Context: an optimization exercise on an open-source flow, tuned for small area, a short achievable clock period and few clock cycles. The choices shown serve that exercise and are no tape-out recipe.
RTL that was checked went through simulation tests only; none was proved equivalent to the original.
No activity file was given, so power comes from the tool's default toggle rates.

## chip8_cpu
module chip8_cpu #(
  parameter int TICK_DIV = 64,
  parameter int STACK_DEPTH = 16
) (
  input wire clk,
  input wire reset,
  input wire mem_req_ready,
  input wire mem_rsp_valid,
  input wire chip8_bus_pkg::data_t mem_rdata,
  output logic mem_req_valid,
  output logic mem_req_write,
  output chip8_bus_pkg::addr_t mem_addr,
  output chip8_bus_pkg::data_t mem_wdata
);
clock: 10.0 ns
lec_check: 0
abc_clock_period_in_ps: 3000
cap_margin: 20
core_margin: 2
core_utilization: 40
setup_slack_margin: 5
slew_margin: 20
standard.sh (not shown) runs the stock make flow with config.mk's settings and CLKGATE_MAP_FILE= SYNTH_SCRIPT=/design/flow/synth_recipe.tcl, a recipe that flattens the netlist after the stock synthesis.
==> flow/flow/run.sh <==
#!/bin/bash
# the standard layout, with its timing repair aiming for a larger setup margin
set -euo pipefail
bash standard.sh SETUP_SLACK_MARGIN=7 finish > standard.log 2>&1
Change:
==> flow/flow/run.sh (replaced) <==
#!/bin/bash
# the standard layout, with its timing repair aiming for a larger setup margin,
# plain buffers on the ports and cell sizing not held to the same footprint
set -euo pipefail
bash standard.sh SETUP_SLACK_MARGIN=6.5 MATCH_CELL_FOOTPRINT=0 "BUFFER_PORTS_ARGS=-buffer_cell sky130_fd_sc_hd__buf_4" finish > standard.log 2>&1
Outcome: The new run completed with no timing, DRC or antenna violations. Final cell count went down by a few percent. Clock skew came out higher by 20 ps. First-iteration DRC count drops by about a fifth. Critical path depth is lower by 2. Worst setup slack degrades by 6.3 ps. Total power shrinks by a few percent. Final area is lower by roughly a tenth. Wire length falls by a little under a tenth. Utilization went down by 5.8 points. Clock power shrinks by a few percent. Non-clock buffer count decreases by 155.
No functional check of the RTL was part of any run of this note.

delta:
Another version of the RTL of chip8_cpu (not shown whole).
For scale: ~2200 cells after synthesis, ~460 flip-flops, ~34 I/O pins.
clock: 10.0 ns
lec_check: 0
abc_clock_period_in_ps: 3000
cap_margin: 20
core_margin: 2
core_utilization: 40
setup_slack_margin: 5
slew_margin: 20
==> flow/flow/run.sh <==
#!/bin/bash
# the standard layout, with its timing repair aiming for a larger setup margin
set -euo pipefail
bash standard.sh SETUP_SLACK_MARGIN=6.5 finish > standard.log 2>&1
delta reached the end of the flow, and the finished layout is clean on the timing, DRC and antenna checks.
Inputs modified between delta and xenon:
==> flow/run.sh (new file) <==
#!/bin/bash
# synth_recipe.tcl (not shown) runs the flow's synth.tcl, then flattens the netlist and writes it again
# the make line also repeats each setting of config.mk as NAME=value (left out here)
make -C /OpenROAD-flow-scripts/flow DESIGN_CONFIG=/design/flow/config.mk WORK_HOME=/design/flow/orfs CLKGATE_MAP_FILE= SYNTH_SCRIPT=/design/flow/synth_recipe.tcl finish
removed: flow/flow/run.sh
removed: flow/standard.sh
Notes after the runs:
Clock skew after layout (lower): delta
Across both runs, fraction of layout instances using a drive strength above 1 was lower for xenon than for delta.
In the flow results for delta and xenon, the worst setup slack for register-to-register paths is larger on delta.
Changes observed in xenon relative to delta: routed wire length now smaller, delay of the slowest critical-path stage has increased.
Taking delta as the reference point, the sequential share of layout area of xenon rises by 4.5 points.
| proportion of total power due to net switching | higher: delta |
xenon against delta: sequential group power shows no meaningful change; total power lost 11%; final worst setup slack lower.
No functional check of the RTL was part of any run of this note.

Setup of JK:
Another version of the RTL of chip8_cpu (not shown whole).
Size in the first run: about 2400 cells after synthesis, roughly 34 I/O pins, ~25000 um2 of cells after synthesis.
Design chip8_cpu, start of the top module:
module chip8_cpu #(
  parameter int TICK_DIV = 64,
  parameter int STACK_DEPTH = 16
) (
  input wire clk,
  input wire reset,
  input wire mem_req_ready,
  input wire mem_rsp_valid,
  input wire chip8_bus_pkg::data_t mem_rdata,
  output logic mem_req_valid,
  output logic mem_req_write,
  output chip8_bus_pkg::addr_t mem_addr,
  output chip8_bus_pkg::data_t mem_wdata
);
Settings: LEC_CHECK=0, ABC_CLOCK_PERIOD_IN_PS=3000, CAP_MARGIN=20, CORE_MARGIN=2, CORE_UTILIZATION=40, SETUP_SLACK_MARGIN=5, SLEW_MARGIN=20; clock period 10.0 ns.
run.sh (not shown) runs the stock make flow with config.mk's settings and CLKGATE_MAP_FILE= SYNTH_SCRIPT=/design/flow/synth_recipe.tcl, a recipe that flattens the netlist after the stock synthesis.
Stock flow here: none of the scripts above is used.
JK finished end to end and its layout was clean on timing, DRC and antenna.
Testbench counts of JK, summed over its fixed seeds: cycles 577,562.
Changes in MS relative to JK:
==> flow/flow/run.sh (new file) <==
#!/bin/bash
# the standard layout, with its timing repair aiming for a larger setup margin
set -euo pipefail
bash standard.sh SETUP_SLACK_MARGIN=6.5 finish > standard.log 2>&1
==> flow/standard.sh (new file) <==
#!/bin/bash
# synth_recipe.tcl (not shown) runs the flow's synth.tcl, then flattens the netlist and writes it again
# the make line also repeats each setting of config.mk as NAME=value (left out here)
make -C /OpenROAD-flow-scripts/flow DESIGN_CONFIG=/design/flow/config.mk WORK_HOME=/design/flow/orfs CLKGATE_MAP_FILE= SYNTH_SCRIPT=/design/flow/synth_recipe.tcl "${@:-finish}"
removed: flow/run.sh
==> comparison <==
MS against JK; detailed-route wire length per cell is up by a few percent. Hold slack ends up higher on MS. According to the power report, total power for MS is higher than for JK. Summary of the comparison: design area is higher in MS, relative to JK.
For AL, these inputs were changed with respect to MS:
--- a/flow/flow/run.sh
+++ b/flow/flow/run.sh
@@ -4 +4 @@
-bash standard.sh SETUP_SLACK_MARGIN=6.5 finish > standard.log 2>&1
+bash standard.sh SETUP_SLACK_MARGIN=7.5 finish > standard.log 2>&1
Findings:
Status | AL and MS | clean
The clock latency on the worst-skew pair of AL is lower than that of MS.
Fraction of area in multi-input gates: AL and MS compared, lower one is AL
Taking MS as 1.0, AL lands at 1.6 on non-clock buffer count.
Across both runs, total placed cells including tap cells was lower for AL than for MS.
Fmax: AL better than MS
Logic depth of the worst register-to-register path was higher in the run labelled AL.
Least setup slack across all paths after layout in AL is 62 ps higher than in MS
AL ends up with a share of power burned in the clock network that is 1.8 points lower than in MS.
Relative contribution of combinational cells to total power: AL higher than MS
Taking MS as the reference point, the met2 usage of AL rises by 3.4 points.

Another version of the RTL of chip8_cpu (not shown whole).
Size: roughly 24000 sq um of cells after synthesis.
clock: 10.0 ns
lec_check: 0
abc_area: 1
abc_clock_period_in_ps: 3000
cap_margin: 20
core_margin: 2
core_utilization: 40
setup_slack_margin: 5
slew_margin: 20
tns_end_percent: 5
standard.sh (not shown) runs the stock make flow with config.mk's settings and CLKGATE_MAP_FILE= SYNTH_SCRIPT=/design/flow/synth_recipe.tcl, a recipe that flattens the netlist after the stock synthesis.
==> flow/flow/run.sh <==
#!/bin/bash
# the standard layout, with its timing repair aiming for a larger setup margin,
# plain buffers on the ports and cell sizing not held to the same footprint
set -euo pipefail
bash standard.sh SETUP_SLACK_MARGIN=6.5 MATCH_CELL_FOOTPRINT=0 "BUFFER_PORTS_ARGS=-buffer_cell sky130_fd_sc_hd__buf_4" finish > standard.log 2>&1
The baseline finished with timing, DRC and antenna clean.
Testbench counts at the start, summed over its fixed seeds: cycles 560,864.
Next try:
==> flow/flow/run.sh (replaced) <==
#!/bin/bash
# the standard layout, with its timing repair aiming for a larger setup margin,
# plain buffers on the ports, cell sizing not held to the same footprint, and
# the floorplan's timing repair left to the later, placement-aware repairs
set -euo pipefail
bash standard.sh SETUP_SLACK_MARGIN=6.5 MATCH_CELL_FOOTPRINT=0 REMOVE_ABC_BUFFERS=1 "BUFFER_PORTS_ARGS=-buffer_cell sky130_fd_sc_hd__buf_4" finish > standard.log 2>&1
--- a/flow/config.mk
+++ b/flow/config.mk
@@ -15 +14,0 @@
-export TNS_END_PERCENT = 5
Die area does not change.
Non-clock buffer count rose by 42.
Power went up by 1.5%.
Synthesized area is unchanged.
Next try:
==> flow/flow/run.sh (replaced) <==
#!/bin/bash
# the standard layout, with its timing repair aiming for a larger setup margin,
# plain buffers on the ports and cell sizing not held to the same footprint
set -euo pipefail
bash standard.sh SETUP_SLACK_MARGIN=6.5 MATCH_CELL_FOOTPRINT=0 "BUFFER_PORTS_ARGS=-buffer_cell sky130_fd_sc_hd__buf_4" finish > standard.log 2>&1
--- a/flow/config.mk
+++ b/flow/config.mk
@@ -10 +10 @@
-export CAP_MARGIN = 20
+export CAP_MARGIN = 5
@@ -14 +14 @@
-export SLEW_MARGIN = 20
+export SLEW_MARGIN = 5
The new run passed the timing, DRC and antenna checks.
First-iteration DRC count is higher by about a fifth.
Final cell count is lower slightly.
Die area is unchanged.
Setup slack degrades by 32 ps.
Clock-buffer cell count is higher by 4.
Power is lower slightly.
Worst hold slack degrades by 14 ps.
Next try:
--- a/flow/config.mk
+++ b/flow/config.mk
@@ -10 +10 @@
-export CAP_MARGIN = 5
+export CAP_MARGIN = 20
@@ -12 +12 @@
-export CORE_UTILIZATION = 40
+export CORE_UTILIZATION = 55
@@ -14 +14 @@
-export SLEW_MARGIN = 5
+export SLEW_MARGIN = 20
Result:
- The changed run went through all stages and came out clean
- final area shrinks slightly
- worst setup slack degrades by 49 ps
- worst hold slack is better by 32 ps
- maximum frequency decreases slightly
Next try:
--- a/flow/config.mk
+++ b/flow/config.mk
@@ -12 +12,3 @@
-export CORE_UTILIZATION = 55
+export CORE_UTILIZATION = 40
+export CTS_BUF_LIST = sky130_fd_sc_hd__clkbuf_4
+export CTS_CLUSTER_DIAMETER = 40
=>
- The changed run ran to the end with no violations
- setup slack gets better by 43 ps
- synthesized area stays the same
- routed wire length rose by 5.8%
- power rose by 1.2%
- die area rose by 37%
- final cell count rose by 12%
- core utilization fell by 18 points
- worst hold slack gets worse by 28 ps
- cell area rose by 1.1%
- via count rose by 1.0%
Next try:
--- a/flow/config.mk
+++ b/flow/config.mk
@@ -13,2 +13,2 @@
-export CTS_BUF_LIST = sky130_fd_sc_hd__clkbuf_4
-export CTS_CLUSTER_DIAMETER = 40
+export CTS_BUF_LIST = sky130_fd_sc_hd__clkbuf_8
+export CTS_CLUSTER_DIAMETER = 60
After rerunning: Register-to-register slack is about the same; final area rose slightly; clock-buffer cell count drops by 84; utilization is higher by 0.16 points; total power drops slightly; area after synthesis is unchanged; worst setup slack gains 78 ps; hold slack hardly moves.

static timing again, ports no longer ideal:
How much do the figures lean on ideal ports? The routed layouts below were timed once more, with nothing changed but the port constraints. Step 1 (the two cells are an assumption about what drives the block):
set clk [get_ports {clk}]
set_driving_cell -lib_cell sky130_fd_sc_hd__clkbuf_16 $clk
set_driving_cell -lib_cell sky130_fd_sc_hd__buf_2 [delete_from_list [all_inputs] $clk]
Step 2 also shifts input and output timing later by t, the mid clock arrival at the registers, as if the neighbouring blocks saw the same clock. Slacks: ideal ports / drivers / drivers and shift; pairs: ideal ports / drivers.
| run | t (ns) | slack for setup (ns) | latest minus earliest clock arrival (ns) | worst slew at a driven data input, ns |
|---|---|---|---|---|
| the first run of note 1 | 0.688 | 6.322 / 6.322 / 5.658 | 0.047 / 0.046 | 0.16 |
| the second run of note 1 | 0.679 | 6.316 / 6.288 / 5.608 | 0.060 / 0.059 | 0.26 |
| delta | 0.673 | 6.148 / 6.148 / 5.641 | 0.052 / 0.052 | 0.08 |
| xenon | 0.673 | 5.138 / 5.171 / 4.511 | 0.065 / 0.065 | 0.08 |
| JK | 0.679 | 5.055 / 5.094 / 4.414 | 0.057 / 0.057 | 0.03 |
| MS | 0.682 | 5.834 / 5.847 / 5.165 | 0.035 / 0.035 | 0.07 |
| AL | 0.674 | 5.895 / 5.907 / 5.233 | 0.025 / 0.024 | 0.09 |
| the first run of note 4 | 0.663 | 6.270 / 6.300 / 5.638 | 0.045 / 0.045 | 0.05 |
| the second run of note 4 | 0.656 | 6.514 / 6.479 / 5.823 | 0.042 / 0.042 | 0.09 |
| the third run of note 4 | 0.668 | 6.482 / 6.490 / 5.829 | 0.046 / 0.046 | 0.04 |
| the fourth run of note 4 | 0.651 | 6.432 / 6.464 / 5.814 | 0.021 / 0.021 | 0.05 |
| the fifth run of note 4 | 0.946 | 6.475 / 6.421 / 5.625 | 0.067 / 0.067 | 0.04 |
| the sixth run of note 4 | 0.716 | 6.554 / 6.565 / 5.849 | 0.051 / 0.050 | 0.04 |
After both steps setup and hold are still met in every run listed. The setup slack of the fifth run of note 4, which loses most, moves by -0.054 ns with the drivers and by -0.850 ns with both steps.
